This is an optimization exercise on Yosys and OpenROAD, whose aim is small area, not a production implementation. Function was checked by simulation only, so behaviour that the tests miss may differ from the original. Power figures rest on the tool's default switching activity, not on a simulated workload.

==> inputs of 03-06 <==
// rv_plic_intr_coalesce
module rv_plic_intr_coalesce
#(
   parameter int unsigned NumSrc = 32,
   parameter int unsigned CntW   = rv_plic_intr_coalesce_pkg::CoalCntWDef,
   parameter int unsigned TmrW   = rv_plic_intr_coalesce_pkg::CoalTmrWDef
) (
   input  logic              clk_i,
   input  logic              rst_i,
   input  logic [NumSrc-1:0] evt_i,
   input  logic [NumSrc-1:0] en_i,
   input  logic [CntW-1:0]   thresh_i,
   input  logic [TmrW-1:0]   timeout_i,
   input  logic [NumSrc-1:0] clr_i,
   output logic [NumSrc-1:0] intr_src_o,
   output logic [NumSrc-1:0] ovf_o
);
   logic [TmrW:0] r_time;
   logic [TmrW:0] w_time_n;
   logic [TmrW:0] w_tmr_match;
   logic [1:0]    w_time_hi;
   assign w_time_n = r_time + 1'b1;
   always_ff @(posedge clk_i) begin
      if (rst_i) r_time <= '0;
      else       r_time <= w_time_n;
   end
   logic w_th_le1;
   logic w_to_nz;
   assign w_th_le1    = ~|thresh_i[CntW-1:1];
  ...
==> module rv_plic_intr_coalesce_chan, before the edit <==
module rv_plic_intr_coalesce_chan (
   input  logic        i_clk,
   input  logic        i_rst,
   input  logic        i_evt,
   input  logic        i_en,
   input  logic        i_clr,
   input  logic [7:0]  i_thresh,
   input  logic        i_th_le1,     
   input  logic        i_to_nz,      
   input  logic [16:0] i_time_n,     
   input  logic [16:0] i_tmr_match,  
   input  logic [1:0]  i_time_hi,    
   output logic        o_intr,
   output logic        o_ovf
);
   logic        r_evt_q;
   logic        r_fire;
   logic [7:0]  r_cnt;
   logic [16:0] r_start;
   logic        w_edge;
   logic        w_cnt_nz;
   logic        w_accum;
   logic        w_kill;
   logic        w_tmr_sat;
   logic        w_tmr_hit;
   logic [7:0]  w_acc;
   assign w_edge    = i_evt & ~r_evt_q;
   assign w_cnt_nz  = |r_cnt;
   assign w_accum   = ~r_fire & w_cnt_nz;
   assign w_kill    = i_rst | ~i_en;
   assign w_tmr_sat = (r_start[16:15] == i_time_hi);
   assign w_tmr_hit = i_to_nz & (r_start == i_tmr_match);
   assign w_acc = r_cnt + {7'd0, w_edge & ~(r_fire & ~w_cnt_nz)};
   always_ff @(posedge i_clk) begin
      if (!w_accum || w_tmr_sat) begin
         r_start <= {i_time_n[16] ^ w_accum, i_time_n[15:0]};
      end
   end
   always_ff @(posedge i_clk) begin
      r_evt_q <= ~i_rst & i_evt;
      if (w_kill) begin
         r_fire <= 1'b0;
         r_cnt  <= 8'd0;
      end else if (r_fire) begin
         if (i_clr) begin
            r_cnt  <= {7'd0, w_edge};
            r_fire <= w_edge & i_th_le1;
         end else begin
            r_cnt  <= w_acc;
         end
      end else begin
         r_cnt  <= w_acc;
         r_fire <= w_cnt_nz ? ((w_acc >= i_thresh) | (w_tmr_hit))
                            : (w_edge & i_th_le1);
      end
   end
   assign o_intr = r_fire;
   assign o_ovf  = r_fire & ~w_cnt_nz;
endmodule
==> module rv_plic_intr_coalesce, before the edit <==
module rv_plic_intr_coalesce
#(
   parameter int unsigned NumSrc = 32,
   parameter int unsigned CntW   = rv_plic_intr_coalesce_pkg::CoalCntWDef,
   parameter int unsigned TmrW   = rv_plic_intr_coalesce_pkg::CoalTmrWDef
) (
   input  logic              clk_i,
   input  logic              rst_i,
   input  logic [NumSrc-1:0] evt_i,
   input  logic [NumSrc-1:0] en_i,
   input  logic [CntW-1:0]   thresh_i,
   input  logic [TmrW-1:0]   timeout_i,
   input  logic [NumSrc-1:0] clr_i,
   output logic [NumSrc-1:0] intr_src_o,
   output logic [NumSrc-1:0] ovf_o
);
   logic [TmrW:0] r_time;
   logic [TmrW:0] w_time_n;
   logic [TmrW:0] w_tmr_match;
   logic [1:0]    w_time_hi;
   assign w_time_n = r_time + 1'b1;
   always_ff @(posedge clk_i) begin
      if (rst_i) r_time <= '0;
      else       r_time <= w_time_n;
   end
   logic w_th_le1;
   logic w_to_nz;
   assign w_th_le1    = ~|thresh_i[CntW-1:1];
   assign w_to_nz     = |timeout_i;
   assign w_tmr_match = w_time_n - {1'b0, timeout_i};
   assign w_time_hi   = r_time[TmrW:TmrW-1] + 2'd1;
   for (genvar g = 0; g < NumSrc; g++) begin : g_chan
      rv_plic_intr_coalesce_chan u_chan (
         .i_clk       (clk_i),
         .i_rst       (rst_i),
         .i_evt       (evt_i[g]),
         .i_en        (en_i[g]),
         .i_clr       (clr_i[g]),
         .i_thresh    (thresh_i),
         .i_th_le1    (w_th_le1),
         .i_to_nz     (w_to_nz),
         .i_time_n    (w_time_n),
         .i_tmr_match (w_tmr_match),
         .i_time_hi   (w_time_hi),
         .o_intr      (intr_src_o[g]),
         .o_ovf       (ovf_o[g])
      );
   end
endmodule
Settings: LEC_CHECK=0, CAP_MARGIN=20, CORE_MARGIN=2, CORE_UTILIZATION=40, SLEW_MARGIN=20; clock period 5.0 ns.
run.sh (not shown) runs the stock make flow with config.mk's settings and CLKGATE_MAP_FILE= SYNTH_SCRIPT=/design/flow/synth_recipe.tcl, a recipe that flattens the netlist after the stock synthesis.
==> 01-14: changes against 03-06 <==
--- a/flow/design.v
+++ b/flow/design.v
@@ -10,8 +10,8 @@
    input  logic        i_clr,
-   input  logic [7:0]  i_thresh,
-   input  logic        i_th_le1,     
-   input  logic        i_to_nz,      
-   input  logic [16:0] i_time_n,     
-   input  logic [16:0] i_tmr_match,  
-   input  logic [1:0]  i_time_hi,    
+   input  logic [7:0]  i_thresh_m1_n,  
+   input  logic        i_th_le1,       
+   input  logic        i_th_z,         
+   input  logic [16:0] i_time,         
+   input  logic [16:0] i_tmr_match,    
+   input  logic [1:0]  i_time_hi,      
    output logic        o_intr,
@@ -24,2 +24,3 @@
    logic        w_edge;
+   logic        w_inc;
    logic        w_cnt_nz;
@@ -29,3 +30,5 @@
    logic        w_tmr_hit;
+   logic        w_cnt_hit;
    logic [7:0]  w_acc;
+   logic [8:0]  w_carry;
    assign w_edge    = i_evt & ~r_evt_q;
@@ -35,7 +38,15 @@
    assign w_tmr_sat = (r_start[16:15] == i_time_hi);
-   assign w_tmr_hit = i_to_nz & (r_start == i_tmr_match);
-   assign w_acc = r_cnt + {7'd0, w_edge & ~(r_fire & ~w_cnt_nz)};
+   assign w_tmr_hit = (r_start == i_tmr_match);
+   assign w_inc = w_edge & ~(r_fire & ~w_cnt_nz);
+   assign w_acc = r_cnt + {7'd0, w_inc};
+   assign w_carry[0] = w_inc;
+   for (genvar i = 0; i < 8; i++) begin : g_cmp
+      assign w_carry[i+1] = (r_cnt[i] & i_thresh_m1_n[i]) |
+                            (r_cnt[i] & w_carry[i]) |
+                            (i_thresh_m1_n[i] & w_carry[i]);
+   end
+   assign w_cnt_hit = w_carry[8] | i_th_z;
    always_ff @(posedge i_clk) begin
       if (!w_accum || w_tmr_sat) begin
-         r_start <= {i_time_n[16] ^ w_accum, i_time_n[15:0]};
+         r_start <= {i_time[16] ^ w_accum, i_time[15:0]};
       end
@@ -56,4 +67,3 @@
          r_cnt  <= w_acc;
-         r_fire <= w_cnt_nz ? ((w_acc >= i_thresh) | (w_tmr_hit))
-                            : (w_edge & i_th_le1);
+         r_fire <= w_cnt_nz ? (w_cnt_hit | w_tmr_hit) : (w_edge & i_th_le1);
       end
@@ -80,31 +90,31 @@
    logic [TmrW:0] r_time;
-   logic [TmrW:0] w_time_n;
-   logic [TmrW:0] w_tmr_match;
-   logic [1:0]    w_time_hi;
-   assign w_time_n = r_time + 1'b1;
    always_ff @(posedge clk_i) begin
       if (rst_i) r_time <= '0;
-      else       r_time <= w_time_n;
+      else       r_time <= r_time + 1'b1;
    end
-   logic w_th_le1;
-   logic w_to_nz;
-   assign w_th_le1    = ~|thresh_i[CntW-1:1];
-   assign w_to_nz     = |timeout_i;
-   assign w_tmr_match = w_time_n - {1'b0, timeout_i};
-   assign w_time_hi   = r_time[TmrW:TmrW-1] + 2'd1;
+   logic [TmrW:0]   w_tmr_match;
+   logic [1:0]      w_time_hi;
+   logic [CntW-1:0] w_thresh_m1_n;
+   logic            w_th_le1;
+   logic            w_th_z;
+   assign w_tmr_match   = r_time - {1'b0, timeout_i};
+   assign w_time_hi     = r_time[TmrW:TmrW-1] + 2'd1;
+   assign w_thresh_m1_n = ~(thresh_i - 1'b1);
+   assign w_th_le1      = ~|thresh_i[CntW-1:1];
+   assign w_th_z        = ~|thresh_i;
    for (genvar g = 0; g < NumSrc; g++) begin : g_chan
       rv_plic_intr_coalesce_chan u_chan (
-         .i_clk       (clk_i),
-         .i_rst       (rst_i),
-         .i_evt       (evt_i[g]),
-         .i_en        (en_i[g]),
-         .i_clr       (clr_i[g]),
-         .i_thresh    (thresh_i),
-         .i_th_le1    (w_th_le1),
-         .i_to_nz     (w_to_nz),
-         .i_time_n    (w_time_n),
-         .i_tmr_match (w_tmr_match),
-         .i_time_hi   (w_time_hi),
-         .o_intr      (intr_src_o[g]),
-         .o_ovf       (ovf_o[g])
+         .i_clk         (clk_i),
+         .i_rst         (rst_i),
+         .i_evt         (evt_i[g]),
+         .i_en          (en_i[g]),
+         .i_clr         (clr_i[g]),
+         .i_thresh_m1_n (w_thresh_m1_n),
+         .i_th_le1      (w_th_le1),
+         .i_th_z        (w_th_z),
+         .i_time        (r_time),
+         .i_tmr_match   (w_tmr_match),
+         .i_time_hi     (w_time_hi),
+         .o_intr        (intr_src_o[g]),
+         .o_ovf         (ovf_o[g])
       );
==> flow/flow/run.sh (new file) <==
#!/bin/bash
# Own layout flow: the standard flow (standard.sh) with
#  - an area-oriented ABC script for the combinational logic (synth.tcl),
#    and no separate half/full-adder cell mapping before it,
#  - the smallest buffer on the input and output ports,
#  - CTS without dummy loads, with larger sink clusters of clkbuf_16.
# Each tool's output goes to the ORFS logs under orfs/logs; make's own output
# goes to flow_make.log here.
set -euo pipefail
W=$(pwd)
export OWN_ABC_SCRIPT=$W/flow/area.abc
bash standard.sh \
  SYNTH_SCRIPT=$W/flow/synth.tcl \
  ADDER_MAP_FILE= \
  "BUFFER_PORTS_ARGS=-buffer_cell sky130_fd_sc_hd__buf_1" \
  "CTS_ARGS=-sink_clustering_enable -repair_clock_nets -sink_clustering_size 24 -sink_clustering_max_diameter 100 -buf_list sky130_fd_sc_hd__clkbuf_16 -dont_use_dummy_load" \
  finish > $W/flow_make.log 2>&1
==> flow/flow/area.abc (new file) <==
&get -n
&st
&syn2
&dch -f
&nf -a
&st
&syn2
&dch -f
&nf -a
&put
==> flow/flow/synth.tcl (new file) <==
# The standard synthesis script (synth_recipe.tcl), with one change: the
# combinational mapping runs an area-oriented ABC script from this folder
# in place of ORFS's speed script. Registers, their names and cell types
# are those of the standard synthesis.
proc synth {args} { yosys synth -nofsm -noshare {*}$args }
proc abc {args} {
  set i [lsearch -exact $args -script]
  if { $i >= 0 } {
    lset args [expr { $i + 1 }] $::env(OWN_ABC_SCRIPT)
  }
  yosys abc {*}$args
}
source $::env(SCRIPTS_DIR)/synth.tcl
# left out here: clear keep_hierarchy, flatten, clean up, hide names made inside functions, write 1_2_yosys.v
==> flow/standard.sh (new file) <==
#!/bin/bash
# synth_recipe.tcl (not shown) runs the flow's synth.tcl, then flattens the netlist and writes it again
# the make line also repeats each setting of config.mk as NAME=value (left out here)
make -C /OpenROAD-flow-scripts/flow DESIGN_CONFIG=/design/flow/config.mk WORK_HOME=/design/flow/orfs CLKGATE_MAP_FILE= SYNTH_SCRIPT=/design/flow/synth_recipe.tcl "${@:-finish}"
--- a/flow/config.mk
+++ b/flow/config.mk
@@ -10,2 +10,6 @@
 export CORE_UTILIZATION = 40
+export CTS_BUF_LIST = sky130_fd_sc_hd__clkbuf_16
+export CTS_CLUSTER_DIAMETER = 100
+export CTS_CLUSTER_SIZE = 24
 export SLEW_MARGIN = 20
+export SYNTH_HIERARCHICAL = 1
removed: flow/run.sh
==> comparison <==
Hold slack: 01-14 is better than 03-06 (0.015 ns). Against 01-14, the utilization of 03-06 is higher by 1.6 points. Between 03-06 and 01-14, the lower clock power is in 01-14 (gap 92%, measured against 01-14). Of 03-06 and 01-14, 03-06 has the higher area after synthesis (gap 16%, measured against 01-14). Of 03-06 and 01-14, 01-14 has the higher setup slack (gap 0.41 ns). Against 03-06, the routed wire length of 01-14 is smaller by about 14%. In 03-06 the synthesized cell count is higher than in 01-14, by about 22%. In 03-06 the non-clock buffer count is higher than in 01-14, by 52.

[static timing again, ports no longer ideal]
No port has a modelled driver above. Below, the same layouts with a new extraction and two added sets of constraints.
Step 1 (the two cells are an assumption about what drives the block):
set clk [get_ports {clk_i}]
set_driving_cell -lib_cell sky130_fd_sc_hd__clkbuf_16 $clk
set_driving_cell -lib_cell sky130_fd_sc_hd__buf_2 [delete_from_list [all_inputs] $clk]
Step 2, shift: input delay + t, output delay - t, t = (earliest + latest rising clock arrival at the registers) / 2. This alone moves slack from input paths to output paths.
Three values: ideal ports, drivers, drivers and shift; two values: the first two.
run	t, ns	setup WS [ns]	hold WS [ns]	slew at the worst register clock pin (ns)	cell pins on the clock port's net
03-06	0.726	0.360 / 0.360 / -0.036	0.518 / 0.518 / 0.518	0.07 / 0.07	1
01-14	0.670	0.768 / 0.790 / 0.145	0.533 / 0.533 / 0.533	0.10 / 0.10	1
Met with ideal ports but missed after step 2: setup timing in 03-06. For 01-14, which loses most, drivers alone change the setup slack by +0.022 ns; drivers and shift together by -0.623 ns.
